From an optimization exercise on the open Yosys and OpenROAD flow, aimed at small area, a short achievable clock period and few clock cycles per item; shortcuts taken in it are not production practice. In this exercise RTL edits were held to simulation tests only and were not proved equivalent to the original.

<file path="design.v">
package aes_pkg;
    localparam int BLK_W  = 128;
    localparam int AES_NR = 10;
endpackage
module aes_xor2 (input logic a, input logic b, output logic y);
    assign y = a ^ b;
endmodule
module aes_xnor2 (input logic a, input logic b, output logic y);
    assign y = ~(a ^ b);
endmodule
module aes_nand2 (input logic a, input logic b, output logic y);
    assign y = ~(a & b);
endmodule
module aes_nand3 (input logic a, input logic b, input logic c, output logic y);
    assign y = ~(a & b & c);
endmodule
module aes_xor8 (input logic [7:0] a, input logic [7:0] b, output logic [7:0] y);
    for (genvar i = 0; i < 8; i++) begin : g_x
        aes_xor2 u_x (.a(a[i]), .b(b[i]), .y(y[i]));
    end
endmodule
module aes_xor32 (input logic [31:0] a, input logic [31:0] b, output logic [31:0] y);
    for (genvar i = 0; i < 32; i++) begin : g_x
        aes_xor2 u_x (.a(a[i]), .b(b[i]), .y(y[i]));
    end
endmodule
module sub_bytes
(
    input  logic [7:0] din,
    output logic [7:0] dout
);
    logic T1, T2, T3, T4, T5, T6, T7, T8, T9, T10, T11, T12;
    logic T13, T14, T15, T16, T17, T18, T19, T20, T21, T22, T23, T24;
    logic T25, T26, T27, M1, M2, M3, M4, M5, M6, M7, M8, M9;
    logic M10, M11, M12, M13, M14, M15, M16, M17, M18, M19, M20, M21;
    logic M22, M23, M24, M25, M26, M27, M28, M29, M30, M32, M33, M35;
    logic M36, M37, M38, M39, M40, M41, M42, M43, M44, M45, M46, M47;
    logic M48, M49, M50, M51, M52, M53, M54, M55, M56, M57, M58, M59;
    logic M60, M61, M62, M63, L0, L1, L2, L3, L4, L5, L6, L7;
    logic L8, L9, L10, L11, L12, L13, L14, L15, L16, L17, L18, L19;
    logic L20, L21, L22, L23, L24, L25, L26, L27, L28, L29;
    aes_xor2 u_T1 (.a(din[7]), .b(din[4]), .y(T1));
    aes_xor2 u_T2 (.a(din[7]), .b(din[2]), .y(T2));
    aes_xor2 u_T3 (.a(din[7]), .b(din[1]), .y(T3));
    aes_xor2 u_T4 (.a(din[4]), .b(din[2]), .y(T4));
    aes_xor2 u_T5 (.a(din[3]), .b(din[1]), .y(T5));
    aes_xor2 u_T6 (.a(T1), .b(T5), .y(T6));
    aes_xor2 u_T7 (.a(din[6]), .b(din[5]), .y(T7));
    aes_xor2 u_T8 (.a(din[0]), .b(T6), .y(T8));
    aes_xor2 u_T9 (.a(din[0]), .b(T7), .y(T9));
    aes_xor2 u_T10 (.a(T6), .b(T7), .y(T10));
    aes_xor2 u_T11 (.a(din[6]), .b(din[2]), .y(T11));
    aes_xor2 u_T12 (.a(din[5]), .b(din[2]), .y(T12));
    aes_xor2 u_T13 (.a(T3), .b(T4), .y(T13));
    aes_xor2 u_T14 (.a(T6), .b(T11), .y(T14));
    aes_xor2 u_T15 (.a(T5), .b(T11), .y(T15));
    aes_xor2 u_T16 (.a(T5), .b(T12), .y(T16));
    aes_xor2 u_T17 (.a(T9), .b(T16), .y(T17));
    aes_xor2 u_T18 (.a(din[4]), .b(din[0]), .y(T18));
    aes_xor2 u_T19 (.a(T7), .b(T18), .y(T19));
    aes_xor2 u_T20 (.a(T1), .b(T19), .y(T20));
    aes_xor2 u_T21 (.a(din[1]), .b(din[0]), .y(T21));
    aes_xor2 u_T22 (.a(T7), .b(T21), .y(T22));
    aes_xor2 u_T23 (.a(T2), .b(T22), .y(T23));
    aes_xor2 u_T24 (.a(T2), .b(T10), .y(T24));
    aes_xor2 u_T25 (.a(T20), .b(T17), .y(T25));
    aes_xor2 u_T26 (.a(T3), .b(T16), .y(T26));
    aes_xor2 u_T27 (.a(T1), .b(T12), .y(T27));
    aes_nand2 u_M1 (.a(T13), .b(T6), .y(M1));
    aes_nand2 u_M2 (.a(T23), .b(T8), .y(M2));
    aes_xnor2 u_M3 (.a(T14), .b(M1), .y(M3));
    aes_nand2 u_M4 (.a(T19), .b(din[0]), .y(M4));
    aes_xor2 u_M5 (.a(M4), .b(M1), .y(M5));
    aes_nand2 u_M6 (.a(T3), .b(T16), .y(M6));
    aes_nand2 u_M7 (.a(T22), .b(T9), .y(M7));
    aes_xnor2 u_M8 (.a(T26), .b(M6), .y(M8));
    aes_nand2 u_M9 (.a(T20), .b(T17), .y(M9));
    aes_xor2 u_M10 (.a(M9), .b(M6), .y(M10));
    aes_nand2 u_M11 (.a(T1), .b(T15), .y(M11));
    aes_nand2 u_M12 (.a(T4), .b(T27), .y(M12));
    aes_xor2 u_M13 (.a(M12), .b(M11), .y(M13));
    aes_nand2 u_M14 (.a(T2), .b(T10), .y(M14));
    aes_xor2 u_M15 (.a(M14), .b(M11), .y(M15));
    aes_xnor2 u_M16 (.a(M3), .b(M2), .y(M16));
    aes_xor2 u_M17 (.a(M5), .b(T24), .y(M17));
    aes_xnor2 u_M18 (.a(M8), .b(M7), .y(M18));
    aes_xor2 u_M19 (.a(M10), .b(M15), .y(M19));
    aes_xor2 u_M20 (.a(M16), .b(M13), .y(M20));
    aes_xor2 u_M21 (.a(M17), .b(M15), .y(M21));
    aes_xor2 u_M22 (.a(M18), .b(M13), .y(M22));
    aes_xor2 u_M23 (.a(M19), .b(T25), .y(M23));
    aes_xor2 u_M24 (.a(M22), .b(M23), .y(M24));
    aes_nand2 u_M25 (.a(M22), .b(M20), .y(M25));
    aes_xnor2 u_M26 (.a(M21), .b(M25), .y(M26));
    aes_xor2 u_M27 (.a(M20), .b(M21), .y(M27));
    aes_xnor2 u_M28 (.a(M23), .b(M25), .y(M28));
    aes_nand2 u_M29 (.a(M28), .b(M27), .y(M29));
    aes_nand2 u_M30 (.a(M26), .b(M24), .y(M30));
    aes_nand3 u_M32 (.a(M27), .b(M20), .c(M23), .y(M32));
    aes_xnor2 u_M33 (.a(M27), .b(M25), .y(M33));
    aes_nand3 u_M35 (.a(M24), .b(M21), .c(M22), .y(M35));
    aes_xnor2 u_M36 (.a(M24), .b(M25), .y(M36));
    aes_xnor2 u_M37 (.a(M21), .b(M29), .y(M37));
    aes_xnor2 u_M38 (.a(M32), .b(M33), .y(M38));
    aes_xnor2 u_M39 (.a(M23), .b(M30), .y(M39));
    aes_xnor2 u_M40 (.a(M35), .b(M36), .y(M40));
    aes_xor2 u_M41 (.a(M38), .b(M40), .y(M41));
    aes_xor2 u_M42 (.a(M37), .b(M39), .y(M42));
    aes_xor2 u_M43 (.a(M37), .b(M38), .y(M43));
    aes_xor2 u_M44 (.a(M39), .b(M40), .y(M44));
    aes_xor2 u_M45 (.a(M42), .b(M41), .y(M45));
    aes_nand2 u_M46 (.a(M44), .b(T6), .y(M46));
    aes_nand2 u_M47 (.a(M40), .b(T8), .y(M47));
    aes_nand2 u_M48 (.a(M39), .b(din[0]), .y(M48));
    aes_nand2 u_M49 (.a(M43), .b(T16), .y(M49));
    aes_nand2 u_M50 (.a(M38), .b(T9), .y(M50));
    aes_nand2 u_M51 (.a(M37), .b(T17), .y(M51));
    aes_nand2 u_M52 (.a(M42), .b(T15), .y(M52));
    aes_nand2 u_M53 (.a(M45), .b(T27), .y(M53));
    aes_nand2 u_M54 (.a(M41), .b(T10), .y(M54));
    aes_nand2 u_M55 (.a(M44), .b(T13), .y(M55));
    aes_nand2 u_M56 (.a(M40), .b(T23), .y(M56));
    aes_nand2 u_M57 (.a(M39), .b(T19), .y(M57));
    aes_nand2 u_M58 (.a(M43), .b(T3), .y(M58));
    aes_nand2 u_M59 (.a(M38), .b(T22), .y(M59));
    aes_nand2 u_M60 (.a(M37), .b(T20), .y(M60));
    aes_nand2 u_M61 (.a(M42), .b(T1), .y(M61));
    aes_nand2 u_M62 (.a(M45), .b(T4), .y(M62));
    aes_nand2 u_M63 (.a(M41), .b(T2), .y(M63));
    aes_xor2 u_L0 (.a(M61), .b(M62), .y(L0));
    aes_xor2 u_L1 (.a(M50), .b(M56), .y(L1));
    aes_xor2 u_L2 (.a(M46), .b(M48), .y(L2));
    aes_xor2 u_L3 (.a(M47), .b(M55), .y(L3));
    aes_xor2 u_L4 (.a(M54), .b(M58), .y(L4));
    aes_xor2 u_L5 (.a(M49), .b(M61), .y(L5));
    aes_xnor2 u_L6 (.a(M62), .b(L5), .y(L6));
    aes_xnor2 u_L7 (.a(M46), .b(L3), .y(L7));
    aes_xor2 u_L8 (.a(M51), .b(M59), .y(L8));
    aes_xor2 u_L9 (.a(M52), .b(M53), .y(L9));
    aes_xnor2 u_L10 (.a(M53), .b(L4), .y(L10));
    aes_xnor2 u_L11 (.a(M60), .b(L2), .y(L11));
    aes_xor2 u_L12 (.a(M48), .b(M51), .y(L12));
    aes_xnor2 u_L13 (.a(M50), .b(L0), .y(L13));
    aes_xor2 u_L14 (.a(M52), .b(M61), .y(L14));
    aes_xnor2 u_L15 (.a(M55), .b(L1), .y(L15));
    aes_xnor2 u_L16 (.a(M56), .b(L0), .y(L16));
    aes_xnor2 u_L17 (.a(M57), .b(L1), .y(L17));
    aes_xnor2 u_L18 (.a(M58), .b(L8), .y(L18));
    aes_xnor2 u_L19 (.a(M63), .b(L4), .y(L19));
    aes_xor2 u_L20 (.a(L0), .b(L1), .y(L20));
    aes_xor2 u_L21 (.a(L1), .b(L7), .y(L21));
    aes_xor2 u_L22 (.a(L3), .b(L12), .y(L22));
    aes_xor2 u_L23 (.a(L18), .b(L2), .y(L23));
    aes_xor2 u_L24 (.a(L15), .b(L9), .y(L24));
    aes_xor2 u_L25 (.a(L6), .b(L10), .y(L25));
    aes_xor2 u_L26 (.a(L7), .b(L9), .y(L26));
    aes_xor2 u_L27 (.a(L8), .b(L10), .y(L27));
    aes_xor2 u_L28 (.a(L11), .b(L14), .y(L28));
    aes_xor2 u_L29 (.a(L11), .b(L17), .y(L29));
    aes_xor2 u_S0 (.a(L6), .b(L24), .y(dout[7]));
    aes_xnor2 u_S1 (.a(L16), .b(L26), .y(dout[6]));
    aes_xnor2 u_S2 (.a(L19), .b(L28), .y(dout[5]));
    aes_xor2 u_S3 (.a(L6), .b(L21), .y(dout[4]));
    aes_xor2 u_S4 (.a(L20), .b(L22), .y(dout[3]));
    aes_xor2 u_S5 (.a(L25), .b(L29), .y(dout[2]));
    aes_xnor2 u_S6 (.a(L13), .b(L27), .y(dout[1]));
    aes_xnor2 u_S7 (.a(L6), .b(L23), .y(dout[0]));
endmodule
import aes_pkg::*;
module shift_rows
(
    input  logic [BLK_W-1:0] din,
    output logic [BLK_W-1:0] dout
);
    always_comb begin
        dout = '0;
        for (int c = 0; c < 4; c++) begin
            for (int r = 0; r < 4; r++) begin
                dout[127 - 8*(r + 4*c) -: 8] = din[127 - 8*(r + 4*((c + r) % 4)) -: 8];
            end
        end
    end
endmodule
import aes_pkg::*;
module aes_key_step
(
    input  logic [BLK_W-1:0] key_in,
    input  logic [7:0]       rc,
    output logic [31:0]      sub_w,
    output logic [BLK_W-1:0] pre
);
    logic [31:0] w0, w1, w2, w3;
    logic [31:0] w0r;
    logic [31:0] p1, p2, p3;
    assign w0 = key_in[127:96];
    assign w1 = key_in[95:64];
    assign w2 = key_in[63:32];
    assign w3 = key_in[31:0];
    sub_bytes u_sb0 (.din(w3[23:16]), .dout(sub_w[31:24]));
    sub_bytes u_sb1 (.din(w3[15:8]),  .dout(sub_w[23:16]));
    sub_bytes u_sb2 (.din(w3[7:0]),   .dout(sub_w[15:8]));
    sub_bytes u_sb3 (.din(w3[31:24]), .dout(sub_w[7:0]));
    aes_xor8 u_rc (.a(w0[31:24]), .b(rc), .y(w0r[31:24]));
    assign w0r[23:0] = w0[23:0];
    aes_xor32 u_p1 (.a(w0r), .b(w1), .y(p1));
    aes_xor32 u_p2 (.a(p1),  .b(w2), .y(p2));
    aes_xor32 u_p3 (.a(p2),  .b(w3), .y(p3));
    assign pre = {w0r, p1, p2, p3};
endmodule
import aes_pkg::*;
module aes_mc_byte
(
    input  logic [7:0] p,
    input  logic [7:0] b,
    input  logic [7:0] c,
    output logic [7:0] y
);
    logic [7:0] bc;
    logic [7:0] xt;
    aes_xor8 u_bc (.a(b), .b(c), .y(bc));
    assign xt[0] = p[7];
    assign xt[2] = p[1];
    assign xt[5] = p[4];
    assign xt[6] = p[5];
    assign xt[7] = p[6];
    aes_xor2 u_x1 (.a(p[0]), .b(p[7]), .y(xt[1]));
    aes_xor2 u_x3 (.a(p[2]), .b(p[7]), .y(xt[3]));
    aes_xor2 u_x4 (.a(p[3]), .b(p[7]), .y(xt[4]));
    aes_xor8 u_y (.a(xt), .b(bc), .y(y));
endmodule
module aes_mix_column
(
    input  logic [31:0] din,
    output logic [31:0] dout
);
    logic [7:0] a0, a1, a2, a3;
    logic [7:0] p01, p12, p23, p30;
    assign a0 = din[31:24];
    assign a1 = din[23:16];
    assign a2 = din[15:8];
    assign a3 = din[7:0];
    aes_xor8 u_p01 (.a(a0), .b(a1), .y(p01));
    aes_xor8 u_p12 (.a(a1), .b(a2), .y(p12));
    aes_xor8 u_p23 (.a(a2), .b(a3), .y(p23));
    aes_xor8 u_p30 (.a(a3), .b(a0), .y(p30));
    aes_mc_byte u_b0 (.p(p01), .b(a1), .c(p23), .y(dout[31:24]));
    aes_mc_byte u_b1 (.p(p12), .b(a2), .c(p30), .y(dout[23:16]));
    aes_mc_byte u_b2 (.p(p23), .b(a3), .c(p01), .y(dout[15:8]));
    aes_mc_byte u_b3 (.p(p30), .b(a0), .c(p12), .y(dout[7:0]));
endmodule
module aes128_round_seq
#(
    parameter int CNT_W = 32,
    parameter int NR    = 10
) (
    input  logic               clk,
    input  logic               rst,
    input  logic               in_valid,
    output logic               in_ready,
    input  logic [BLK_W-1:0]   in_text,
    input  logic [BLK_W-1:0]   in_key,
    output logic               out_valid,
    input  logic               out_ready,
    output logic [BLK_W-1:0]   out_data,
    output logic               busy
);
    function automatic logic [7:0] rcon(input logic [3:0] idx);
        case (idx)
            4'd1:    rcon = 8'h01;
            4'd2:    rcon = 8'h02;
            4'd3:    rcon = 8'h04;
            4'd4:    rcon = 8'h08;
            4'd5:    rcon = 8'h10;
            4'd6:    rcon = 8'h20;
            4'd7:    rcon = 8'h40;
            4'd8:    rcon = 8'h80;
            4'd9:    rcon = 8'h1b;
            4'd10:   rcon = 8'h36;
            default: rcon = 8'h00;
        endcase
    endfunction
    if (NR != AES_NR || CNT_W < 1) begin : g_bad_cfg
        $error("aes128_round_seq: NR must be 10 and CNT_W at least 1");
    end
    logic [BLK_W-1:0] st_q, st_d;       
    logic [BLK_W-1:0] key_q, key_d;     
    logic [BLK_W-1:0] psr_q, psr_d;     
    logic [31:0]      psub_q, psub_d;   
    logic [BLK_W-1:0] ppre_q, ppre_d;   
    logic [BLK_W-1:0] out_q, out_d;
    logic       va_q, va_d;             
    logic [3:0] rnda_q, rnda_d;         
    logic       vb_q, vb_d;             
    logic [3:0] rndb_q, rndb_d;         
    logic       ov_q, ov_d;             
    logic       rdy_q, rdy_d;           
    logic       rdy_n_q;                
    logic       busy_q, busy_d;
    logic [BLK_W-1:0] sr;
    logic [31:0]      sub_w;
    logic [BLK_W-1:0] pre;
    logic [BLK_W-1:0] nk;
    logic [BLK_W-1:0] mc;
    logic [BLK_W-1:0] ct;
    for (genvar c = 0; c < 4; c++) begin : g_col
        for (genvar r = 0; r < 4; r++) begin : g_row
            sub_bytes u_sb (
                .din  (st_q[127 - 8*(r + 4*((c + r) % 4)) -: 8]),
                .dout (sr[127 - 8*(r + 4*c) -: 8])
            );
        end
    end
    aes_key_step u_key_step (
        .key_in (key_q),
        .rc     (rcon(rnda_q)),
        .sub_w  (sub_w),
        .pre    (pre)
    );
    for (genvar i = 0; i < 4; i++) begin : g_nk
        aes_xor32 u_nk (.a(ppre_q[32*i +: 32]), .b(psub_q), .y(nk[32*i +: 32]));
    end
    for (genvar i = 0; i < 4; i++) begin : g_mc
        aes_mix_column u_mc (.din(psr_q[32*i +: 32]), .dout(mc[32*i +: 32]));
    end
    for (genvar i = 0; i < 4; i++) begin : g_ct
        aes_xor32 u_ct (.a(psr_q[32*i +: 32]), .b(nk[32*i +: 32]), .y(ct[32*i +: 32]));
    end
    logic lastb;       
    logic hold;        
    logic fin;         
    logic selb;        
    logic take;        
    assign lastb = vb_q && (rndb_q == 4'd10);
    assign hold  = lastb && ov_q && !out_ready;
    assign fin   = lastb && !hold;
    assign selb  = vb_q && !lastb;
    assign take  = rdy_q && in_valid;
    logic [BLK_W-1:0] nx;
    logic [BLK_W-1:0] nkey;
    logic [BLK_W-1:0] nst;
    assign nx   = rdy_q ? in_text : mc;
    assign nkey = rdy_q ? in_key  : nk;
    for (genvar i = 0; i < 4; i++) begin : g_ark
        aes_xor32 u_ark (.a(nx[32*i +: 32]), .b(nkey[32*i +: 32]), .y(nst[32*i +: 32]));
    end
    assign st_d   = hold ? st_q   : nst;
    assign key_d  = hold ? key_q  : nkey;
    assign psr_d  = hold ? psr_q  : sr;
    assign psub_d = hold ? psub_q : sub_w;
    assign ppre_d = hold ? ppre_q : pre;
    logic out_load;
    logic out_keep;
    assign out_load = fin && !rst;
    assign out_keep = !fin && !out_ready && !rst;
    assign out_d = ({BLK_W{out_load}} & ct) | ({BLK_W{out_keep}} & out_q);
    always_comb begin
        if (hold) begin
            va_d   = va_q;
            rnda_d = rnda_q;
            vb_d   = vb_q;
            rndb_d = rndb_q;
        end else begin
            va_d   = selb || take;
            rnda_d = selb ? rndb_q + 4'd1 : 4'd1;
            vb_d   = va_q;
            rndb_d = rnda_q;
        end
        ov_d   = fin || (ov_q && !out_ready);
        rdy_d  = !vb_d || ((rndb_d == 4'd10) && !ov_d);
        busy_d = va_d || vb_d;
    end
    always_ff @(posedge clk) begin
        st_q  <= st_d;
        key_q <= key_d;
        psr_q  <= psr_d;
        psub_q <= psub_d;
        ppre_q <= ppre_d;
        out_q <= out_d;
    end
    always_ff @(posedge clk or posedge rst) begin
        if (rst) begin
            va_q    <= 1'b0;
            rnda_q  <= 4'd0;
            vb_q    <= 1'b0;
            rndb_q  <= 4'd0;
            ov_q    <= 1'b0;
            rdy_q   <= 1'b1;
            rdy_n_q <= 1'b0;
            busy_q  <= 1'b0;
        end else begin
            va_q    <= va_d;
            rnda_q  <= rnda_d;
            vb_q    <= vb_d;
            rndb_q  <= rndb_d;
            ov_q    <= ov_d;
            rdy_q   <= rdy_d;
            rdy_n_q <= !rdy_d;
            busy_q  <= busy_d;
        end
    end
    assign in_ready  = !rdy_n_q;
    assign out_valid = ov_q;
    assign busy      = busy_q;
    assign out_data  = out_q;
endmodule
</file>
<file path="flow/run.sh">
#!/bin/bash
set -euo pipefail
PORTBUF="BUFFER_PORTS_ARGS=-buffer_cell sky130_fd_sc_hd__buf_1"
bash standard.sh SETUP_SLACK_MARGIN=15.0 "$PORTBUF" cts > flow_make_cts.log 2>&1
bash standard.sh "$PORTBUF" finish > flow_make_finish.log 2>&1
</file>
<file path="standard.sh">
#!/bin/bash
# synth_recipe.tcl (not shown) runs the flow's synth.tcl, then flattens the netlist and writes it again
# the make line also repeats each setting of config.mk as NAME=value (left out here)
make -C /OpenROAD-flow-scripts/flow DESIGN_CONFIG=/design/flow/config.mk WORK_HOME=/design/flow/orfs CLKGATE_MAP_FILE= SYNTH_SCRIPT=/design/flow/synth_recipe.tcl "${@:-finish}"
</file>
<file path="config.mk">
export PLATFORM = sky130hd
export DESIGN_NAME = aes128_round_seq
export DESIGN_NICKNAME = aes128_round_seq
export VERILOG_FILES = /design/flow/design.v
export SDC_FILE = /design/flow/constraint.sdc
export NUM_CORES = 4
export LEC_CHECK = 0
export CAP_MARGIN = 20
export CORE_MARGIN = 2
export CORE_UTILIZATION = 60
export CTS_BUF_LIST = sky130_fd_sc_hd__clkbuf_16
export CTS_CLUSTER_DIAMETER = 100
export CTS_CLUSTER_SIZE = 30
export SETUP_SLACK_MARGIN = 0.4
export SLEW_MARGIN = 20
export SYNTH_HIERARCHICAL = 1
</file>
<file path="constraint.sdc">
create_clock -name core_clock -period 20.0 [get_ports {clk}]
set_input_delay 4.0000 -clock core_clock [delete_from_list [all_inputs] [get_ports {clk}]]
set_output_delay 4.0000 -clock core_clock [all_outputs]
set_load 0.01 [all_outputs]
</file>
==> results of run 1 <==
cell type report:
type | count | share of cell area (%)
sequential | 686 | 33.36
clock buffer | 39 | 1.676
tap | 1155 | 2.482
clock inverter | 23 | 0.4254
inverter | 7 | 0.1139
timing repair inverter | 3 | 0.08380
multi-input combinational | 4003 | 56.94
antenna | 2 | 0.008594
timing repair buffer | 415 | 4.910
critical path, cell delays in order, from the launching register on:
cell	delay [ps]
sky130_fd_sc_hd__edfxtp_1	470
sky130_fd_sc_hd__xor2_1	490
sky130_fd_sc_hd__xor2_1	370
sky130_fd_sc_hd__xor2_1	360
sky130_fd_sc_hd__nand2_1	120
sky130_fd_sc_hd__xor2_1	180
sky130_fd_sc_hd__xor2_1	240
sky130_fd_sc_hd__xor2_2	330
sky130_fd_sc_hd__xor2_1	320
sky130_fd_sc_hd__nand2_1	150
sky130_fd_sc_hd__xnor2_2	310
sky130_fd_sc_hd__xor2_1	330
sky130_fd_sc_hd__xor2_1	210
sky130_fd_sc_hd__nand2_1	150
sky130_fd_sc_hd__xor2_1	360
sky130_fd_sc_hd__xnor2_1	140
sky130_fd_sc_hd__xnor2_1	390
flip-flops by register name, summed over array words and instances, names as in the netlist:
name     count
busy_q       1
key_q      128
out_q      128
ov_q         1
ppre_q     128
psr_q      128
psub_q      32
rdy_n_q      1
rdy_q        1
rnda_q       4
rndb_q       4
st_q       128
va_q         1
vb_q         1
modules after synthesis (local to each module, per instance), excerpt:
module,flip-flops and latches,cells
aes128_round_seq,686,1341
aes_key_step,0,24
aes_xnor2,0,1
aes_xor2,0,1
aes_nand3,0,1
aes_nand2,0,1
worst max path at each step:
stage | end | cells past startpoint | start | slack (ps)
CTS | in_ready | 2 | rdy_n_q | 14830
floorplan | rndb_q[1] | 4 | out_ready | 14080
global route | psr_q[122] | 16 | st_q[121] | 14520
detailed placement | st_q[63] | 7 | out_ready | 12180
finish | psr_q[46] | 16 | st_q[109] | 14850
global placement | st_q[57] | 7 | out_ready | 12220
metrics by stage:
step           util (%)  hold WS [ps]  std cells  setup slack [ps]
3_5_place_dp      63.23         456.6       6253             12180
2_1_floorplan         -         455.6       4805             14080
3_3_place_gp      63.23         450.1       6253             12220
6_report          67.34         481.7       6333             14850
5_1_grt           67.33         494.1       6331             14520
4_1_cts           67.33         481.0       6331             14830
placed cells by master, fill, tap and decap left out, types with 4 or more instances in the layout:
master and n:
sky130_fd_sc_hd__and2_1 131, sky130_fd_sc_hd__buf_6 120, sky130_fd_sc_hd__buf_12 5, sky130_fd_sc_hd__bufbuf_16 5, sky130_fd_sc_hd__buf_16 5, sky130_fd_sc_hd__xor2_1 2211, sky130_fd_sc_hd__buf_1 261, sky130_fd_sc_hd__dfxtp_1 8
sky130_fd_sc_hd__dfrtp_1 13, sky130_fd_sc_hd__nand3_1 41, sky130_fd_sc_hd__clkinv_8 6, sky130_fd_sc_hd__nor2b_1 4, sky130_fd_sc_hd__mux2_2 257, sky130_fd_sc_hd__o21ai_0 4, sky130_fd_sc_hd__buf_4 9, sky130_fd_sc_hd__dfxtp_4 10
sky130_fd_sc_hd__dfxtp_2 110, sky130_fd_sc_hd__a32o_1 128, sky130_fd_sc_hd__buf_2 9, sky130_fd_sc_hd__xor2_2 66, sky130_fd_sc_hd__clkbuf_16 39, sky130_fd_sc_hd__inv_1 10, sky130_fd_sc_hd__ha_1 6, sky130_fd_sc_hd__xnor2_1 487
sky130_fd_sc_hd__edfxtp_1 544, sky130_fd_sc_hd__nand2_1 605, sky130_fd_sc_hd__xnor2_2 34
logic make-up after synthesis:
| family | synth area share [%] |
|---|---|
| flip-flops | 36.90 |
| multiplexers | 5.567 |
| buffers and inverters | 1.142 |
| AND/OR/NAND/NOR | 6.570 |
| adder cells (fa/ha/maj) | 0.1439 |
| AO/OA/AOI/OAI | 2.648 |
| XOR/XNOR | 47.03 |
per-layer routing:
layer	share of wire, %	routed length [µm]
met1	44	68900
met4	4.2	6499
met2	46	71090
met3	6.2	9702
met5	0.0083	13
repair_timing:
action / 4_1_cts / 5_1_grt
resized for setup: 516 / 0
buffers inserted: 7 / 0
setup endpoints to repair: 743 / 0
==> flow_summary.json, run 1 <==
{
  "achievable-frequency_mhz": 194.0,
  "synth.yosys.seq_area_share_pct": 36.90,
  "die_area_um2": 89320,
  "startpoint_type": "flop",
  "floorplan.io_pins": 391,
  "min-delay-path-class": "reg2reg",
  "post-route-cell-area_um2": 58230,
  "max-clock-path-buffers": 3,
  "grt_first_pass_wirelength_mm": 224.6,
  "synth_cells": 4805,
  "routed_wire_length_per_instance_um": 24.67,
  "hold_path.startpoint": "key_q[110]",
  "layout.area.seq_um2": 19430,
  "timing.setup.tns_ps": 0,
  "num_rows": 108,
  "count_of_hold_fix_buffers_inserted_at_cts": 0,
  "synth_warnings": 7,
  "yosysMostFrequentCell": "sky130_fd_sc_hd__xor2_1",
  "gr-usage-met1_pct": 48.74,
  "endpoint_type_of_the_worst_setup_path": "flop",
  "grt_overflow": 0,
  "clock-skew-final_ps": 34.95,
  "totalWireLength_mm": 156.2,
  "gp_congestion": 0.9941,
  "grt_max_degree": 147,
  "cp_max_fo": 4,
  "area_used_by_multi_input_combinational_logic_um2": 33160,
  "final.period_utilization_pct": 25.77,
  "synth.cells.most_frequent": "2280 x sky130_fd_sc_hd__xor2_1, 605 x sky130_fd_sc_hd__nand2_1, 544 x sky130_fd_sc_hd__edfxtp_1, 521 x sky130_fd_sc_hd__xnor2_1, 257 x sky130_fd_sc_hd__mux2_2",
  "gr-max-usage-layer": "met2",
  "detailed_place_hpwl_mm": 122.2,
  "ys_async_sr_fraction_pct": 2.041,
  "number_of_clock_sinks_seen_by_cts": 686,
  "clk_pin_slew_worst_paths_ps": 120,
  "post_dp_area_um2": 54680,
  "finish.net_count": 5416,
  "hold_viol": 0,
  "clock_latency_on_the_worst_skew_pair_ps": 610,
  "clock-root-buffer": "sky130_fd_sc_hd__clkbuf_16",
  "hold_path_end": "ppre_q[110]",
  "drt_pass1_iterations": 5,
  "syn-cell-area_um2": 52170,
  "post_synth.cell_area_avg_um2": 10.86,
  "timing.reg2reg.worst_path_depth": 16,
  "via_per_inst": 5.554,
  "drive_above_1_share_pct": 13.58,
  "initial_antenna_violation_count": 4,
  "placeableCoreArea_um2": 86480,
  "leading_cell_types_by_total_area_after_synthesis": "sky130_fd_sc_hd__xor2_1 38%, sky130_fd_sc_hd__edfxtp_1 31%, sky130_fd_sc_hd__xnor2_1 8.7%",
  "starting_density_of_the_core_pct": 60.32,
  "synthToLayoutAreaGrowth_pct": 11.63,
  "r2r-start": "st_q[109]",
  "cts_max_level": 2,
  "numCtsBuffers": 34,
  "detail-route-antenna-nets": 0,
  "fillers": 6915,
  "num_vias": 35170,
  "worst_pin_slew_ps": 1191,
  "maxCapViolCount": 0,
  "grt_use_total_pct": 34.07,
  "mappedNetlistNets": 5071,
  "tritoncts": "built",
  "cell_taking_the_most_area_after_synthesis": "sky130_fd_sc_hd__xor2_1",
  "drc": 0,
  "synth_flop_cell": "sky130_fd_sc_hd__edfxtp_1",
  "die_h_um": 298.9,
  "slew-limit-headroom_pct": 20.61,
  "regToRegEndpoint": "psr_q[46]",
  "drtIter0Drc": 3404,
  "worstPathArrival_ps": 5520,
  "r2r_slack_ps": 14850,
  "criticalPathCategory": "reg2reg",
  "synth_enable_flop_cells": 544,
  "run_status": "no timing/DRC/antenna violations",
  "slew_violations": 0,
  "hold_depth": 0,
  "gr-usage-met3_pct": 2.886,
  "placement.io_buffers": 390,
  "netlist.area_leader.share_pct": 38.28,
  "dieWidth_um": 298.9,
  "setup_viol": 0,
  "cp.required_ps": 20360,
  "timing.final.crit_period_ps": 5153,
  "ys_ff_latch": 686,
  "groute.layer.met2.usage_pct": 54.20,
  "number_of_global_route_vias_before_repair": 34320,
  "synth_cell_types": 38,
  "grt_setup_unrepaired": "no"
}
Testbench counts, summed over its fixed seeds: cycles 20,520, items 2,048.
==> inputs of run 2 (changes only) <==
--- a/config.mk
+++ b/config.mk
@@ -10,7 +10,7 @@
 export CORE_UTILIZATION = 60
 export CTS_BUF_LIST = sky130_fd_sc_hd__clkbuf_16
 export CTS_CLUSTER_DIAMETER = 100
-export CTS_CLUSTER_SIZE = 30
+export CTS_CLUSTER_SIZE = 24
 export SETUP_SLACK_MARGIN = 0.4
 export SLEW_MARGIN = 20
 export SYNTH_HIERARCHICAL = 1
==> flow_summary.json, run 2 <==
{
  "max-clock-path-buffers": 3,
  "cpLargestDelayFamily": "XOR/XNOR gates",
  "placeableCoreArea_um2": 86480,
  "num_vias": 35060,
  "maxCapViolCount": 0,
  "worst_path_max_delay_cell": "sky130_fd_sc_hd__edfxtp_1",
  "slew-limit-headroom_pct": 19.24,
  "number_of_global_route_vias_before_repair": 34310,
  "timing.setup.tns_ps": 0,
  "cts_max_level": 2,
  "critical-path-max-stage-delay_ps": 510,
  "placement.io_buffers": 390,
  "die_h_um": 298.9,
  "starting_density_of_the_core_pct": 60.32,
  "dieWidth_um": 298.9,
  "hold_depth": 0,
  "startpoint_type": "flop",
  "mappedNetlistNets": 5071,
  "worst-path-stages": 16,
  "clock_latency_on_the_worst_skew_pair_ps": 600,
  "run_status": "no timing/DRC/antenna violations",
  "initial_antenna_violation_count": 3,
  "cell_taking_the_most_area_after_synthesis": "sky130_fd_sc_hd__xor2_1",
  "r2r_slack_ps": 14860,
  "timing.reg2reg.worst_path_depth": 16,
  "gp_congestion": 0.9941,
  "worstPathArrival_ps": 5490,
  "finish.net_count": 5420,
  "ys_ff_latch": 686,
  "synth_flop_cell": "sky130_fd_sc_hd__edfxtp_1",
  "netlist.area_leader.share_pct": 38.28,
  "synth.yosys.seq_area_share_pct": 36.90,
  "mostFrequentLayoutCells": "2213 x sky130_fd_sc_hd__xor2_1, 605 x sky130_fd_sc_hd__nand2_1, 544 x sky130_fd_sc_hd__edfxtp_1, 490 x sky130_fd_sc_hd__xnor2_1, 261 x sky130_fd_sc_hd__buf_1",
  "achievable-frequency_mhz": 194.5,
  "cp_cell_sequence": "xor2_2 -> xor2_2 -> xor2_1 -> nand2_1 -> xor2_1 -> xor2_1 -> xor2_2 -> xor2_1 -> nand2_1 -> xnor2_2 -> xor2_1 -> xor2_1 -> nand2_1 -> xor2_1 -> xnor2_1 -> xnor2_1",
  "cp_max_fo": 5,
  "number_of_clock_sinks_seen_by_cts": 686,
  "grt_overflow": 0,
  "timing.critical_path.mode_cell": "sky130_fd_sc_hd__xor2_1",
  "setup_viol": 0,
  "cp.required_ps": 20340,
  "num_rows": 108,
  "criticalPathCategory": "reg2reg",
  "grt_first_pass_wirelength_mm": 224.4,
  "yosysMostFrequentCell": "sky130_fd_sc_hd__xor2_1",
  "clk_pin_slew_worst_paths_ps": 100,
  "grt_max_degree": 147,
  "via_per_inst": 5.535,
  "clock-skew-final_ps": 24.03,
  "hold_slack_final_ps": 476.9,
  "count_of_hold_fix_buffers_inserted_at_cts": 0,
  "cp.buffers_inverters": 0,
  "slew_violations": 0,
  "worst_setup_path_startpoint": "st_q[111]",
  "layout.cells.most_common": "sky130_fd_sc_hd__xor2_1",
  "drtIter0Drc": 3423,
  "syn-cell-area_um2": 52170,
  "ys_async_sr_fraction_pct": 2.041,
  "hold_viol": 0,
  "tritoncts": "built",
  "synth_cell_types": 38,
  "synth.cells.most_frequent": "2280 x sky130_fd_sc_hd__xor2_1, 605 x sky130_fd_sc_hd__nand2_1, 544 x sky130_fd_sc_hd__edfxtp_1, 521 x sky130_fd_sc_hd__xnor2_1, 257 x sky130_fd_sc_hd__mux2_2",
  "synth_warnings": 7,
  "floorplan.io_pins": 391,
  "routed_wire_length_per_instance_um": 24.66,
  "timing.critical_path.to": "psr_q[46]",
  "synthToLayoutAreaGrowth_pct": 11.45,
  "synth_cells": 4805,
  "leading_cell_types_by_total_area_after_synthesis": "sky130_fd_sc_hd__xor2_1 38%, sky130_fd_sc_hd__edfxtp_1 31%, sky130_fd_sc_hd__xnor2_1 8.7%",
  "detail-route-antenna-nets": 0,
  "post_synth.cell_area_avg_um2": 10.86,
  "final.period_utilization_pct": 25.71,
  "grt_use_total_pct": 34.10,
  "r2r-start": "st_q[111]",
  "drt_pass1_iterations": 5,
  "endpoint_type_of_the_worst_setup_path": "flop",
  "worst_pin_slew_ps": 1211,
  "synth_enable_flop_cells": 544,
  "die_area_um2": 89320,
  "drc": 0,
  "num_antenna_cells": 0,
  "drive_above_1_share_pct": 13.36,
  "min-delay-path-class": "reg2reg",
  "grt_setup_unrepaired": "no",
  "regToRegEndpoint": "psr_q[46]",
  "detailed_place_hpwl_mm": 122.2,
  "totalWireLength_mm": 156.2,
  "numCtsBuffers": 37,
  "clock-root-buffer": "sky130_fd_sc_hd__clkbuf_16",
  "timing.final.crit_period_ps": 5142
}
==> run 2: layout make-up <==
cell class                 count  area [µm²]
timing repair inverter         3       48.80
clock buffer                  40        1001
tap                         1155        1445
multi-input combinational   4003       33130
inverter                       7       66.31
timing repair buffer         416        2863
clock inverter                24       155.1
sequential                   686       19430
fill                        6904       28350
==> run 2: worst min path at each step <==
| stage | startpoint | end | slack, ps |
|---|---|---|---|
| 2_1_floorplan | va_q | rdy_q | 460 |
| 3_3_place_gp | key_q[107] | ppre_q[107] | 450 |
| 3_5_place_dp | key_q[110] | ppre_q[110] | 460 |
| 4_1_cts | key_q[107] | ppre_q[107] | 480 |
| 5_1_grt | key_q[107] | ppre_q[107] | 480 |
| 6_report | key_q[107] | ppre_q[107] | 480 |
==> run 2: per-stage QoR <==
step	setup slack [ps]	cell area [µm²]	cells	utilization, %
global route	14450	58140	6334	67.22
global placement	12220	54680	6253	63.23
finish	14860	58140	6334	67.22
floorplan	14080	52200	4805	-
CTS	14840	58140	6334	67.22
detailed placement	12180	54680	6253	63.23
==> run 2: per-module statistics from Yosys, one instance, submodules excluded, a selection <==
| module | cells inside | flops+latches |
|---|---|---|
| aes128_round_seq | 1341 | 686 |
| aes_key_step | 24 | 0 |
| aes_xnor2 | 1 | 0 |
| aes_xor2 | 1 | 0 |
| aes_nand3 | 1 | 0 |
| aes_nand2 | 1 | 0 |
==> run 2: logic make-up (layout without fill, tap and decap cells) <==
group	Yosys count	count (layout)	share of synthesized area [%]
DFF	686	686	36.90
muxes	258	258	5.567
and+or+nand+nor	796	796	6.570
xor gates and xnor gates	2801	2801	47.03
buffers and inverters	116	490	1.142
adders and majority gates	6	6	0.1439
AOI/OAI and AO/OA	142	142	2.648
==> run 2: routing by layer <==
layer  GRT usage (%)  up-vias  part of all wire [%]  wire (µm)
li1                -    16340                     -          -
met1           48.68    17210                    44      68590
met2           54.34     1317                    46      71240
met3           3.221      193                   6.5      10160
met4           12.00        2                   3.9       6166
met5               0        -                0.0083         13
==> run 2: what timing repair did <==
| action | CTS | global route |
|---|---|---|
| resized for setup | 508 | 0 |
| setup endpoints to repair | 742 | 0 |
| buffers inserted | 8 | 0 |
==> inputs of run 3 (changes only) <==
--- a/config.mk
+++ b/config.mk
@@ -7,7 +7,7 @@
 export LEC_CHECK = 0
 export CAP_MARGIN = 20
 export CORE_MARGIN = 2
-export CORE_UTILIZATION = 60
+export CORE_UTILIZATION = 55
 export CTS_BUF_LIST = sky130_fd_sc_hd__clkbuf_16
 export CTS_CLUSTER_DIAMETER = 100
 export CTS_CLUSTER_SIZE = 24
==> flow_summary.json, run 3 <==
{
  "run_status": "no timing/DRC/antenna violations",
  "die_h_um": 312.0,
  "floorplan.io_pins": 391,
  "clock-root-buffer": "sky130_fd_sc_hd__clkbuf_16",
  "cp.buffers_inverters": 1,
  "hold_viol": 0,
  "gp_congestion": 0.9454,
  "endpoint_type_of_the_worst_setup_path": "primary output",
  "ys_async_sr_fraction_pct": 2.041,
  "finish.net_count": 5416,
  "grt_overflow": 0,
  "detail-route-antenna-nets": 0,
  "achievable-frequency_mhz": 193.4,
  "maxCapViolCount": 0,
  "slew_violations": 0,
  "initial_antenna_violation_count": 7,
  "number_of_clock_sinks_seen_by_cts": 686,
  "critical-path-max-stage-delay_ps": 430,
  "worst_pin_slew_ps": 1161,
  "yosysMostFrequentCell": "sky130_fd_sc_hd__xor2_1",
  "clk_pin_slew_worst_paths_ps": 110,
  "grt_setup_unrepaired": "no",
  "cp_cell_sequence": "buf_2",
  "drc": 0,
  "synth.cells.most_frequent": "2280 x sky130_fd_sc_hd__xor2_1, 605 x sky130_fd_sc_hd__nand2_1, 544 x sky130_fd_sc_hd__edfxtp_1, 521 x sky130_fd_sc_hd__xnor2_1, 257 x sky130_fd_sc_hd__mux2_2",
  "num_vias": 35070,
  "syn-cell-area_um2": 52170,
  "setup_viol": 0,
  "numCtsBuffers": 37,
  "dieWidth_um": 312.0,
  "starting_density_of_the_core_pct": 55.73,
  "drtIter0Drc": 3244,
  "cts_max_level": 2,
  "leading_cell_types_by_total_area_after_synthesis": "sky130_fd_sc_hd__xor2_1 38%, sky130_fd_sc_hd__edfxtp_1 31%, sky130_fd_sc_hd__xnor2_1 8.7%",
  "clock-skew-final_ps": 28.57,
  "clock_latency_on_the_worst_skew_pair_ps": 600,
  "timing.final.crit_period_ps": 5171,
  "synth_cell_types": 38,
  "die_area_um2": 97330,
  "layout.cells.most_common": "sky130_fd_sc_hd__xor2_1",
  "cp_max_fo": 3,
  "number_of_global_route_vias_before_repair": 34150,
  "synthToLayoutAreaGrowth_pct": 11.58,
  "final.period_utilization_pct": 25.85,
  "synth_cells": 4805,
  "worst_path_max_delay_cell": "sky130_fd_sc_hd__dfrtp_1",
  "netlist.area_leader.share_pct": 38.28,
  "placeableCoreArea_um2": 93610,
  "criticalPathCategory": "reg2out",
  "timing.setup.tns_ps": 0,
  "max-clock-path-buffers": 3,
  "tritoncts": "built",
  "grt_max_degree": 148,
  "synth_enable_flop_cells": 544,
  "mappedNetlistNets": 5071,
  "worstPathArrival_ps": 1170,
  "count_of_hold_fix_buffers_inserted_at_cts": 0,
  "startpoint_type": "flop",
  "synth_warnings": 7,
  "num_rows": 112,
  "totalWireLength_mm": 160.0,
  "post_synth.cell_area_avg_um2": 10.86,
  "grt_first_pass_wirelength_mm": 228.2,
  "placement.io_buffers": 390,
  "min-delay-path-class": "reg2reg",
  "mostFrequentLayoutCells": "2207 x sky130_fd_sc_hd__xor2_1, 605 x sky130_fd_sc_hd__nand2_1, 544 x sky130_fd_sc_hd__edfxtp_1, 488 x sky130_fd_sc_hd__xnor2_1, 260 x sky130_fd_sc_hd__buf_1",
  "cell_taking_the_most_area_after_synthesis": "sky130_fd_sc_hd__xor2_1",
  "via_per_inst": 5.453,
  "slew-limit-headroom_pct": 22.58,
  "grt_use_total_pct": 31.93,
  "drive_above_1_share_pct": 13.41,
  "ys_ff_latch": 686,
  "drt_pass1_iterations": 5,
  "synth_flop_cell": "sky130_fd_sc_hd__edfxtp_1",
  "routed_wire_length_per_instance_um": 24.88,
  "cpLargestDelayFamily": "flip-flops",
  "cp.required_ps": 16000,
  "detailed_place_hpwl_mm": 125.0,
  "synth.yosys.seq_area_share_pct": 36.90
}
==> run 3: area by class of cell <==
type | instances | area [µm²]
fillers | 8015 | 35400
multi-input cells | 4003 | 33150
flip-flops and latches | 686 | 19420
repair buffers | 411 | 2753
well taps | 1254 | 1569
clock buffers | 41 | 1026
clock inverters | 24 | 133.9
repair inverters | 4 | 106.4
inverters | 7 | 55.05
diodes | 1 | 2.502
==> run 3: cell families (layout without fill, tap and decap cells) <==
kind of cell | after synthesis | in the layout | synth area share [%]
XOR/XNOR | 2801 | 2801 | 47.03
adder cells (fa/ha/maj) | 6 | 6 | 0.1439
AO/OA/AOI/OAI | 142 | 142 | 2.648
flip-flops | 686 | 686 | 36.90
multiplexers | 258 | 258 | 5.567
buffers and inverters | 116 | 487 | 1.142
other | 0 | 1 | 0
AND/OR/NAND/NOR | 796 | 796 | 6.570
==> run 3: final timing paths <==
| check | startpoint | depth (start not counted) | slack (ps) | to |
|---|---|---|---|---|
| worst max-delay path | ov_q | 1 | 14830 | out_valid |
| worst min-delay path | key_q[116] | 0 | 480 | ppre_q[116] |
| worst max register to register | key_q[28] | 16 | 14890 | psub_q[1] |
| worst min register to register | key_q[116] | 0 | 480 | ppre_q[116] |
| max in group asynchronous | rst | 3 | 15590 | rndb_q[3] |
| min in group asynchronous | rst | 3 | 3840 | busy_q |
==> run 3: what timing repair did <==
item,in CTS,in global routing
gates resized for setup,511,0
setup endpoints to repair,951,0
setup buffers,4,0
==> run 3: metrics by stage <==
step | instance area [µm²] | cells | utilization (%) | setup WS [ps] | hold WS (ps)
6_report | 58210 | 6431 | 62.18 | 14830 | 476.2
5_1_grt | 58210 | 6431 | 62.18 | 14460 | 496.3
4_1_cts | 58200 | 6430 | 62.18 | 14800 | 466.4
3_5_place_dp | 54800 | 6353 | 58.54 | 12660 | 457.4
3_3_place_gp | 54800 | 6353 | 58.54 | 12700 | 451.3
2_1_floorplan | 52200 | 4805 | - | 14080 | 455.6
==> run 3: per-layer routing <==
| metal | global-route usage [%] | vias to the layer above | part of all wire, % |
|---|---|---|---|
| li1 | - | 16330 | - |
| met1 | 46.34 | 17370 | 45 |
| met2 | 50.93 | 1214 | 46 |
| met3 | 3.265 | 157 | 6.2 |
| met4 | 8.752 | 2 | 2.9 |
| met5 | 0 | - | 0.0050 |
==> run 3: per-module statistics from Yosys (local to each module, per instance), a selection <==
module / flip-flops and latches / times used / area, µm²
aes_xor2: 0 / 2280 / 8.758
aes_nand3: 0 / 40 / 5.005
aes_xnor2: 0 / 520 / 8.758
aes_nand2: 0 / 600 / 3.754
aes128_round_seq: 686 / 1 / 25010
aes_key_step: 0 / 1 / 180.2
==> inputs of run 4 (changes only) <==
==> flow/run.sh (replaced) <==
#!/bin/bash
set -euo pipefail
PORTBUF="BUFFER_PORTS_ARGS=-buffer_cell sky130_fd_sc_hd__buf_1"
bash standard.sh SETUP_SLACK_MARGIN=14.8 "$PORTBUF" cts > flow_make_cts.log 2>&1
bash standard.sh "$PORTBUF" finish > flow_make_finish.log 2>&1
--- a/config.mk
+++ b/config.mk
@@ -7,7 +7,7 @@
 export LEC_CHECK = 0
 export CAP_MARGIN = 20
 export CORE_MARGIN = 2
-export CORE_UTILIZATION = 55
+export CORE_UTILIZATION = 60
 export CTS_BUF_LIST = sky130_fd_sc_hd__clkbuf_16
 export CTS_CLUSTER_DIAMETER = 100
 export CTS_CLUSTER_SIZE = 24
==> flow_summary.json, run 4 <==
{
  "criticalPathCategory": "reg2reg",
  "numCtsBuffers": 37,
  "clock-root-buffer": "sky130_fd_sc_hd__clkbuf_16",
  "placement.io_buffers": 390,
  "synth_flop_cell": "sky130_fd_sc_hd__edfxtp_1",
  "cp_cell_sequence": "xor2_2 -> xor2_2 -> xor2_1 -> nand2_1 -> xor2_1 -> xor2_1 -> xor2_1 -> xor2_1 -> nand3_1 -> xnor2_1 -> xor2_1 -> xor2_1 -> nand2_1 -> xor2_1 -> xor2_1 -> xor2_1",
  "post_layout_worst_setup_margin_ps": 14660,
  "routed_wire_length_per_instance_um": 24.40,
  "post_synth.cell_area_avg_um2": 10.86,
  "synthToLayoutAreaGrowth_pct": 8.100,
  "num_antenna_cells": 0,
  "layout.cells.most_common": "sky130_fd_sc_hd__xor2_1",
  "number_of_clock_sinks_seen_by_cts": 686,
  "timing.reg2reg.worst_path_depth": 16,
  "hold_path.startpoint": "key_q[114]",
  "yosysMostFrequentCell": "sky130_fd_sc_hd__xor2_1",
  "cell_taking_the_most_area_after_synthesis": "sky130_fd_sc_hd__xor2_1",
  "clock-skew-final_ps": 27.95,
  "synth_warnings": 7,
  "cts_max_level": 2,
  "clk_pin_slew_worst_paths_ps": 100,
  "tritoncts": "built",
  "mappedNetlistNets": 5071,
  "hold_slack_final_ps": 481.1,
  "place.detailed.instances": 6253,
  "synth_cell_types": 38,
  "worst_path_max_delay_cell": "sky130_fd_sc_hd__edfxtp_1",
  "setup_viol": 0,
  "drtIter0Drc": 3434,
  "startpoint_type": "flop",
  "drc": 0,
  "grt_max_degree": 155,
  "hold_viol": 0,
  "ys_ff_latch": 686,
  "count_of_hold_fix_buffers_inserted_at_cts": 0,
  "cp_max_fo": 5,
  "grt_setup_unrepaired": "no",
  "ys_async_sr_fraction_pct": 2.041,
  "mostFrequentLayoutCells": "2249 x sky130_fd_sc_hd__xor2_1, 605 x sky130_fd_sc_hd__nand2_1, 544 x sky130_fd_sc_hd__edfxtp_1, 511 x sky130_fd_sc_hd__xnor2_1, 389 x sky130_fd_sc_hd__buf_1",
  "post_layout_nonfiller_instances": 6329,
  "slew_violations": 0,
  "hold_depth": 0,
  "via_per_inst": 5.522,
  "netlist.area_leader.share_pct": 38.28,
  "clock_latency_on_the_worst_skew_pair_ps": 610,
  "max-clock-path-buffers": 3,
  "timing.setup.tns_ps": 0,
  "drive_above_1_share_pct": 7.422,
  "synth_enable_flop_cells": 544,
  "grt_first_pass_wirelength_mm": 221.5,
  "cp.required_ps": 20350,
  "gp_congestion": 1.004,
  "post_dp_area_um2": 54670,
  "synth.cells.most_frequent": "2280 x sky130_fd_sc_hd__xor2_1, 605 x sky130_fd_sc_hd__nand2_1, 544 x sky130_fd_sc_hd__edfxtp_1, 521 x sky130_fd_sc_hd__xnor2_1, 257 x sky130_fd_sc_hd__mux2_2",
  "drt_pass1_iterations": 6,
  "detail-route-antenna-nets": 0,
  "leading_cell_types_by_total_area_after_synthesis": "sky130_fd_sc_hd__xor2_1 38%, sky130_fd_sc_hd__edfxtp_1 31%, sky130_fd_sc_hd__xnor2_1 8.7%",
  "grt_use_total_pct": 33.70,
  "detailed_place_hpwl_mm": 121.7,
  "min-delay-path-class": "reg2reg",
  "number_of_global_route_vias_before_repair": 34100,
  "critical-path-max-stage-delay_ps": 530,
  "synth_cells": 4805,
  "synth.yosys.seq_area_share_pct": 36.90,
  "num_vias": 34950,
  "endpoint_type_of_the_worst_setup_path": "flop",
  "timing.final.crit_period_ps": 5338,
  "initial_antenna_violation_count": 5,
  "r2r-start": "st_q[73]",
  "run_status": "no timing/DRC/antenna violations",
  "r2r_slack_ps": 14660,
  "finish.net_count": 5411,
  "dpl_worst_slack_ps": 12640,
  "syn-cell-area_um2": 52170,
  "placeableCoreArea_um2": 86480,
  "die_area_um2": 89320,
  "regToRegEndpoint": "psr_q[11]",
  "worst_pin_slew_ps": 1035,
  "dieWidth_um": 298.9,
  "achievable-frequency_mhz": 187.3,
  "totalWireLength_mm": 154.5,
  "worstPathArrival_ps": 5690,
  "grt_overflow": 0,
  "maxCapViolCount": 0,
  "die_h_um": 298.9,
  "timing.critical_path.mode_cell": "sky130_fd_sc_hd__xor2_1",
  "slew-limit-headroom_pct": 30.99,
  "num_rows": 108,
  "post-route-cell-area_um2": 56390,
  "floorplan.io_pins": 391,
  "final.period_utilization_pct": 26.69,
  "starting_density_of_the_core_pct": 60.32,
  "hold_path_end": "ppre_q[114]"
}
## run 4: worst max-delay path, delay by kind of cell, from the launching register on
kind,cells,cell delay [ps]
xor gates and xnor gates,13,4190
and+or+nand+nor,3,370
DFF,1,530
## run 4: worst max-delay path by stage
stage | from | to | cells past startpoint
floorplan | out_ready | rndb_q[1] | 4
global placement | out_ready | st_q[61] | 6
CTS | key_q[4] | psub_q[11] | 16
global route | key_q[4] | psub_q[11] | 16
detailed placement | out_ready | psr_q[59] | 6
finish | st_q[73] | psr_q[11] | 16
## run 4: timing repair
action | 4_1_cts | 5_1_grt
resized for setup | 63 | 0
endpoints found under the hold margin | 0 | 0
setup endpoints to repair | 706 | 0
setup buffers | 4 | 0
## run 4: layer usage
metal	track usage (%)	routed length (µm)
met5	0	0
met4	12.14	6370
met3	4.740	10700
met2	53.26	69630
met1	47.36	67760
## run 4: logic make-up after synthesis
| logic type | synth area share [%] |
|---|---|
| flip-flops | 36.90 |
| buffers and inverters | 1.142 |
| XOR/XNOR | 47.03 |
| AO/OA/AOI/OAI | 2.648 |
| AND/OR/NAND/NOR | 6.570 |
| multiplexers | 5.567 |
| adder cells (fa/ha/maj) | 0.1439 |
## run 4: area by class of cell
type | instances | area (µm²)
well taps | 1155 | 1445
clock inverters | 29 | 222.7
repair buffers | 408 | 1738
clock buffers | 39 | 975.9
inverters | 7 | 57.56
repair inverters | 2 | 32.53
flip-flops and latches | 686 | 19260
multi-input cells | 4003 | 32660
fillers | 7045 | 30090
## run 4: modules after synthesis (local to each module, per instance), a selection
module / cell area, µm² / flip-flops and latches
aes_key_step: 180.2 / 0
aes_nand3: 5.005 / 0
aes128_round_seq: 25010 / 686
aes_nand2: 3.754 / 0
aes_xor2: 8.758 / 0
aes_xnor2: 8.758 / 0
## run 4: metrics by stage
step	util [%]
finish	65.20
global route	65.20
CTS	65.20
detailed placement	63.21
global placement	63.21
floorplan	-
==> inputs of run 5 (changes only) <==
==> flow/run.sh (replaced) <==
#!/bin/bash
set -euo pipefail
PORTBUF="BUFFER_PORTS_ARGS=-buffer_cell sky130_fd_sc_hd__buf_1"
bash standard.sh SETUP_SLACK_MARGIN=15.1 "$PORTBUF" cts > flow_make_cts.log 2>&1
bash standard.sh "$PORTBUF" finish > flow_make_finish.log 2>&1
--- a/config.mk
+++ b/config.mk
@@ -7,7 +7,7 @@
 export LEC_CHECK = 0
 export CAP_MARGIN = 20
 export CORE_MARGIN = 2
-export CORE_UTILIZATION = 60
+export CORE_UTILIZATION = 50
 export CTS_BUF_LIST = sky130_fd_sc_hd__clkbuf_16
 export CTS_CLUSTER_DIAMETER = 100
 export CTS_CLUSTER_SIZE = 24
==> flow_summary.json, run 5 <==
{
  "run_status": "complete, but fails checks",
  "so_faults": "antenna rules",
  "layout.cells.most_common": "sky130_fd_sc_hd__xor2_1",
  "slew_violations": 0,
  "num_vias": 34660,
  "number_of_clock_sinks_seen_by_cts": 686,
  "initial_antenna_violation_count": 5,
  "count_of_hold_fix_buffers_inserted_at_cts": 0,
  "slew-limit-headroom_pct": 29.00,
  "grt_max_degree": 144,
  "netlist.area_leader.share_pct": 38.28,
  "synth.cells.most_frequent": "2280 x sky130_fd_sc_hd__xor2_1, 605 x sky130_fd_sc_hd__nand2_1, 544 x sky130_fd_sc_hd__edfxtp_1, 521 x sky130_fd_sc_hd__xnor2_1, 257 x sky130_fd_sc_hd__mux2_2",
  "cell_taking_the_most_area_after_synthesis": "sky130_fd_sc_hd__xor2_1",
  "ys_async_sr_fraction_pct": 2.041,
  "gp_congestion": 0.9631,
  "mappedNetlistNets": 5071,
  "via_per_inst": 5.270,
  "synthToLayoutAreaGrowth_pct": 13.35,
  "synth_enable_flop_cells": 544,
  "post_synth.cell_area_avg_um2": 10.86,
  "worst_path_max_delay_cell": "sky130_fd_sc_hd__dfrtp_1",
  "achievable-frequency_mhz": 193.3,
  "r2r_slack_ps": 15000,
  "detailed_place_hpwl_mm": 129.8,
  "grt_overflow": 0,
  "clk_pin_slew_worst_paths_ps": 100,
  "floorplan.io_pins": 391,
  "drt_pass1_iterations": 5,
  "ys_ff_latch": 686,
  "drtIter0Drc": 3003,
  "synth_flop_cell": "sky130_fd_sc_hd__edfxtp_1",
  "cp_cell_sequence": "inv_1 -> buf_2",
  "fillers": 9165,
  "clock-skew-final_ps": 38.22,
  "hold_depth": 0,
  "worst_pin_slew_ps": 1065,
  "muxShareOfSynthArea_pct": 5.567,
  "detail-route-antenna-nets": 1,
  "yosys.area_share.simple_pct": 6.570,
  "synth_top_family_by_area": "XOR/XNOR gates",
  "routed_wire_length_per_instance_um": 25.13,
  "grt_setup_unrepaired": "no",
  "synth_compound_gate_area_share_pct": 2.648,
  "numCtsBuffers": 40,
  "synth_xor_area_share_pct": 47.03,
  "drive_above_1_share_pct": 14.47,
  "critical-path-max-stage-delay_ps": 390,
  "hold_viol": 0,
  "finish.net_count": 5427,
  "max-clock-path-buffers": 3,
  "grt_first_pass_wirelength_mm": 235.5,
  "timing.final.crit_period_ps": 5174,
  "syn-cell-area_um2": 52170,
  "die_area_um2": 106900,
  "regToRegEndpoint": "psub_q[22]",
  "totalWireLength_mm": 165.3,
  "yosysMostFrequentCell": "sky130_fd_sc_hd__xor2_1",
  "synth_cell_types": 38,
  "cts_max_level": 2,
  "min-delay-path-class": "reg2reg",
  "starting_density_of_the_core_pct": 50.40,
  "placeableCoreArea_um2": 103500,
  "hold_path_end": "ppre_q[116]",
  "number_of_global_route_vias_before_repair": 34360,
  "dieWidth_um": 327,
  "post_synth_fa_ha_maj_area_fraction_pct": 0.1439,
  "die_h_um": 327,
  "synth_cells": 4805,
  "worstPathArrival_ps": 1170,
  "criticalPathCategory": "reg2out",
  "clock-root-buffer": "sky130_fd_sc_hd__clkbuf_16",
  "setup_viol": 0,
  "cp.required_ps": 16000,
  "timing.reg2reg.worst_path_depth": 16,
  "mostFrequentLayoutCells": "2184 x sky130_fd_sc_hd__xor2_1, 605 x sky130_fd_sc_hd__nand2_1, 544 x sky130_fd_sc_hd__edfxtp_1, 473 x sky130_fd_sc_hd__xnor2_1, 260 x sky130_fd_sc_hd__buf_1",
  "drc": 0,
  "synth_warnings": 7,
  "r2r-start": "key_q[13]",
  "startpoint_type": "flop",
  "clock_latency_on_the_worst_skew_pair_ps": 640,
  "timing.setup.tns_ps": 0,
  "endpoint_type_of_the_worst_setup_path": "primary output",
  "placement.io_buffers": 390,
  "maxCapViolCount": 0,
  "hold_path.startpoint": "key_q[116]",
  "num_rows": 118,
  "tritoncts": "built",
  "synth.yosys.seq_area_share_pct": 36.90,
  "leading_cell_types_by_total_area_after_synthesis": "sky130_fd_sc_hd__xor2_1 38%, sky130_fd_sc_hd__edfxtp_1 31%, sky130_fd_sc_hd__xnor2_1 8.7%",
  "final.period_utilization_pct": 25.87,
  "cp_max_fo": 1,
  "grt_use_total_pct": 30.22
}
-- run 5: cell counts after synthesis --
Identical to the previous run, type by type.
-- run 5: layout make-up --
| class | count | area [µm²] | share of cell area (%) |
|---|---|---|---|
| diodes | 6 | 15.01 | 0.02539 |
| clock buffers | 42 | 1051 | 1.777 |
| clock inverters | 30 | 237.7 | 0.4020 |
| inverters | 7 | 57.56 | 0.09734 |
| multi-input cells | 4003 | 33600 | 56.82 |
| flip-flops and latches | 686 | 19420 | 32.85 |
| well taps | 1380 | 1727 | 2.920 |
| repair buffers | 419 | 2927 | 4.949 |
| repair inverters | 4 | 92.59 | 0.1566 |
-- run 5: kinds of logic after synthesis --
| logic type | after synthesis |
|---|---|
| compound gates | 142 |
| xor+xnor | 2801 |
| fa+ha+maj | 6 |
| buf+inv | 116 |
| flops | 686 |
| mux | 258 |
| simple gates | 796 |
-- run 5: worst max-delay path by stage --
stage,cells past startpoint,slack [ps],start,endpoint
floorplan,4,14080,out_ready,rndb_q[1]
global placement,6,12820,out_ready,key_q[38]
detailed placement,6,12770,out_ready,key_q[39]
CTS,2,14790,rdy_n_q,in_ready
global route,16,14500,st_q[92],psr_q[91]
finish,2,14830,rdy_n_q,in_ready
-- run 5: stage by stage --
stage	hold WS [ps]	utilization (%)	cells	setup WS, ps	area, µm²
floorplan	455.6	-	4805	14080	52280
global route	470.4	57.12	6571	14500	59120
detailed placement	455.1	53.10	6479	12770	54960
CTS	450.2	57.12	6571	14790	59120
global placement	448.0	53.10	6479	12820	54960
finish	451.6	57.13	6577	14830	59130
-- run 5: repair_timing --
item                                    CTS  global route
setup buffers                             8             0
resized for setup                       572             0
endpoints found under the setup margin  917             0
-- run 5: Yosys stat by module (local to each module, per instance), excerpt --
module | cells | copies in the design | flops+latches | cell area [µm²]
aes_nand2 | 1 | 600 | 0 | 3.754
aes_xor2 | 1 | 2280 | 0 | 8.758
aes_key_step | 24 | 1 | 0 | 180.2
aes_nand3 | 1 | 40 | 0 | 5.005
aes_xnor2 | 1 | 520 | 0 | 8.758
aes128_round_seq | 1341 | 1 | 686 | 25010
-- run 5: worst max-delay path: cells and delay by family (launching register included) --
| family | cells | cell delay [ps] |
|---|---|---|
| buffers and inverters | 2 | 170 |
| DFF | 1 | 390 |
-- run 5: layer usage --
layer  vias to the layer above  global-route usage [%]  part of all wire, %
met5                         -                       0               0.0067
met3                       145                   3.167                  5.8
met4                         2                   8.167                  2.9
met1                     17060                   44.08                   46
li1                      16360                       -                    -
met2                      1102                   47.81                   45

-- static timing again, ports no longer ideal --
Ports are ideal in the flow. The routed layouts listed here were re-timed in OpenROAD. Step 1 sets driving cells, clkbuf_16 on the clock port and buf_2 on the other inputs (assumed; they add their load-dependent delay and slew). Step 2, shift: input delay + t, output delay - t, t = (earliest + latest rising clock arrival at the registers) / 2. This alone moves slack from input paths to output paths. Three values: ideal ports, drivers, drivers and shift; two values: the first two.
run | shift t [ns] | setup WS [ns] | latest minus earliest clock arrival (ns) | worst slew at a driven data input, ns
run 1 | 0.663 | 14.847 / 14.789 / 14.265 | 0.041 / 0.041 | 0.17
run 2 | 0.659 | 14.858 / 14.803 / 14.263 | 0.030 / 0.029 | 0.18
run 3 | 0.664 | 14.829 / 14.751 / 14.302 | 0.034 / 0.034 | 0.09
run 4 | 0.665 | 14.662 / 14.662 / 14.117 | 0.029 / 0.029 | 0.06
run 5 | 0.680 | 14.826 / 14.763 / 14.406 | 0.047 / 0.047 | 0.21
For run 2, which loses most, drivers alone change the setup slack by -0.055 ns; drivers and shift together by -0.595 ns.
